Context: an optimization exercise on an open-source flow, tuned for small area and a short achievable clock period. The choices shown serve that exercise and are no tape-out recipe.
In this exercise RTL edits were held to simulation tests only and were not proved equivalent to the original.

## slave_clock_hand_positioner
module slave_clock_hand_positioner (
	input  logic        clk,
	input  logic        arst_n,
	input  logic        s_axis_tvalid,
	output logic        s_axis_tready,
	input  logic [23:0] s_axis_tdata,
	input  logic [2:0]  s_axis_tuser,
	output logic        m_axis_tvalid,
	input  logic        m_axis_tready,
	output logic [31:0] m_axis_tdata,
	input  logic        cfg_valid,
	output logic        cfg_ready,
	input  logic [1:0]  cfg_index,
	input  logic [15:0] cfg_data
);
For scale: roughly 1400 cells after synthesis, about 97 flip-flops, roughly 85 I/O pins, ~0.010 mm^2 of cells after synthesis.
==> flow/config.mk <==
export PLATFORM = sky130hd
export DESIGN_NAME = slave_clock_hand_positioner
export DESIGN_NICKNAME = slave_clock_hand_positioner
export VERILOG_FILES = /design/flow/design.v
export SDC_FILE = /design/flow/constraint.sdc
export NUM_CORES = 4
export LEC_CHECK = 0
export ABC_AREA = 1
export CAP_MARGIN = 20
export CORE_MARGIN = 2
export CORE_UTILIZATION = 55
export PLACE_DENSITY = 0.75
export SLEW_MARGIN = 20
==> flow/constraint.sdc <==
create_clock -name core_clock -period 18.0 [get_ports {clk}]
set_input_delay 3.6000 -clock core_clock [delete_from_list [all_inputs] [get_ports {clk}]]
set_output_delay 3.6000 -clock core_clock [all_outputs]
set_load 0.01 [all_outputs]
standard.sh (not shown) runs the stock make flow with config.mk's settings and CLKGATE_MAP_FILE= SYNTH_SCRIPT=/design/flow/synth_recipe.tcl, a recipe that flattens the netlist after the stock synthesis.
==> flow/flow/run.sh <==
#!/bin/bash
# Standard layout, with port buffers of a faster cell and timing repair aiming for extra
# setup slack at the design's clock.
set -euo pipefail
export SETUP_SLACK_MARGIN=9.8
export BUFFER_PORTS_ARGS="-buffer_cell sky130_fd_sc_hd__buf_2"
bash standard.sh > standard.log 2>&1
The baseline finished clean.
Edit:
==> flow/flow/run.sh (replaced) <==
#!/bin/bash
# Standard layout, with port buffers of a faster cell and timing repair aiming for extra
# setup slack at the design's clock.
set -euo pipefail
export SETUP_SLACK_MARGIN=9.5
export BUFFER_PORTS_ARGS="-buffer_cell sky130_fd_sc_hd__buf_1"
bash standard.sh > standard.log 2>&1
CAP_MARGIN = 0   (was 20)
SLEW_MARGIN = 0   (was 20)
Effect: Clock-buffer cell count does not change. Wire length drops by about 2.5%. Sequential share of layout area grows by 0.80 points. Setup slack got worse by 0.11 ns. Final area went down by about 4%. Final cell count went down by about 2%.
Edit:
==> flow/flow/run.sh (replaced) <==
#!/bin/bash
# Standard layout, with port buffers of a faster cell and timing repair aiming for extra
# setup slack at the design's clock.
set -euo pipefail
export SETUP_SLACK_MARGIN=10
export BUFFER_PORTS_ARGS="-buffer_cell sky130_fd_sc_hd__buf_2"
bash standard.sh > standard.log 2>&1
CAP_MARGIN = 20   (was 0)
CORE_UTILIZATION = 40   (was 55)
PLACE_DENSITY = unset   (was 0.75)
SLEW_MARGIN = 20   (was 0)
Effect: The changed run completed without violations. Clock skew drops by 0.0050 ns. Hold slack loses 0.0092 ns. Setup slack improves by 0.29 ns. Via count came out higher by 0.61%.

build 25:
Starting RTL as in the previous note.
export LEC_CHECK = 0
export ABC_AREA = 1
export CAP_MARGIN = 20
export CORE_MARGIN = 2
export CORE_UTILIZATION = 55
export PLACE_DENSITY = 0.75
export SLEW_MARGIN = 20
create_clock -name core_clock -period 18.0 [get_ports {clk}]
==> flow/flow/run.sh <==
#!/bin/bash
# Standard layout, with port buffers of a faster cell and timing repair aiming for extra
# setup slack at the design's clock.
set -euo pipefail
export SETUP_SLACK_MARGIN=9.5
export BUFFER_PORTS_ARGS="-buffer_cell sky130_fd_sc_hd__buf_1"
bash standard.sh > standard.log 2>&1
Build 25 ended with every stage complete and zero timing, DRC or antenna violations.
Input-level comparison between build 73 and build 25:
- a change of CORE_UTILIZATION from 55 to 40
- a deleted PLACE_DENSITY that had been 0.75
-- flow/flow/run.sh --
<<< build 25, line 5
export SETUP_SLACK_MARGIN=9.5
export BUFFER_PORTS_ARGS="-buffer_cell sky130_fd_sc_hd__buf_1"
bash standard.sh > standard.log 2>&1
>>> build 73, line 5
export SETUP_SLACK_MARGIN=9.5
export BUFFER_PORTS_ARGS="-buffer_cell sky130_fd_sc_hd__buf_2"
bash standard.sh > standard.log 2>&1
Findings:
From build 25 to build 73 the numbers moved as follows: detailed-route via count decreased by about 1.4% relative to the old numbers; global-route usage decreased by 6.3 points relative to the old numbers; final layout net count increased by 17 relative to the old numbers; number of clock sinks closely matched the old numbers.
Build 73 vs build 25, instance count: build 73 higher
On standard-cell row count: between build 73 and build 25, it ends up lower for build 25.
Post-detailed-placement half-perimeter wirelength: lower on build 25
On final area: between build 73 and build 25, it ends up lower for build 25.
#### Input delta (build 32 over build 73)
- changing CORE_UTILIZATION from 40 to 55
- setting PLACE_DENSITY to 0.75 for the first time
Of build 32 and build 73, the lower final-stage net count belongs to build 32.
Summary: area enclosed by the die boundary, build 32 better than build 73
Post-route minimum period: lower on build 32
Measured against each other, build 32 and build 73 differ in total track usage, the higher figure coming from build 32.
Build 32: die width about 14% below build 73

slave_clock_hand_positioner again, from the RTL that the note above started with.
Settings: LEC_CHECK=0, ABC_AREA=1, CAP_MARGIN=20, CORE_MARGIN=2, CORE_UTILIZATION=55, PLACE_DENSITY=0.75, SLEW_MARGIN=20; clock period 18.0 ns.
==> flow/flow/run.sh <==
#!/bin/bash
# Standard layout, with port buffers of a faster cell and timing repair aiming for extra
# setup slack at the design's clock.
set -euo pipefail
export BUFFER_PORTS_ARGS="-buffer_cell sky130_fd_sc_hd__buf_2"
bash standard.sh > standard.log 2>&1
The starting point finished with timing, DRC and antenna clean.
Next try:
==> flow/flow/run.sh (replaced) <==
#!/bin/bash
# Standard layout, with timing repair aiming for extra setup slack at the design's clock.
set -euo pipefail
export SETUP_SLACK_MARGIN=9.5
bash standard.sh > standard.log 2>&1
Settings changed: CORE_UTILIZATION 55 to 40, PLACE_DENSITY 0.75 to not set.
What happened: First-iteration DRC count came out higher by about 3.8%. Area after synthesis does not change. Maximum frequency rises by 11%. Register-to-register slack is better by 1100 ps. Cell area grows by about 9%. Setup slack gains 910 ps. Clock skew is lower by 9.2 ps.

-- separate check: timing with driven ports --
No port has a modelled driver above. Below, the same layouts with a new extraction and two added sets of constraints.
Step 1 sets driving cells, clkbuf_16 on the clock port and buf_2 on the other inputs (assumed; they add their load-dependent delay and slew).
Step 2 adds t to the input delays and takes it off the output delays; t is the mean of the earliest and latest rising clock arrival at the registers after step 1. Input paths then give back, and output paths get back, about the clock's delay inside the block.
a / b / c = no drivers / after step 1 / after step 2; a / b = the first two.
run | t, ns | setup WS [ns] | hold slack, ns | worst register clock-pin slew, ns | cell pins on the clock port's net
the first run of note 1 | 0.381 | 9.812 / 9.774 / 10.155 | 0.491 / 0.491 / 0.491 | 0.08 / 0.08 | 1
the second run of note 1 | 0.382 | 9.700 / 9.658 / 10.040 | 0.491 / 0.491 / 0.491 | 0.08 / 0.08 | 1
the third run of note 1 | 0.386 | 9.993 / 9.947 / 10.332 | 0.482 / 0.482 / 0.482 | 0.07 / 0.07 | 1
build 25 | 0.382 | 9.700 / 9.658 / 10.040 | 0.491 / 0.491 / 0.491 | 0.08 / 0.08 | 1
build 73 | 0.378 | 9.708 / 9.668 / 10.046 | 0.484 / 0.484 / 0.484 | 0.07 / 0.07 | 1
build 32 | 0.378 | 9.724 / 9.685 / 10.063 | 0.491 / 0.491 / 0.491 | 0.08 / 0.08 | 1
the first run of note 3 | 0.378 | 8.674 / 8.636 / 9.014 | 0.491 / 0.491 / 0.491 | 0.08 / 0.08 | 1
the second run of note 3 | 0.385 | 9.587 / 9.545 / 9.652 | 0.489 / 0.489 / 0.489 | 0.07 / 0.07 | 1
After both steps every run listed still meets setup and hold.
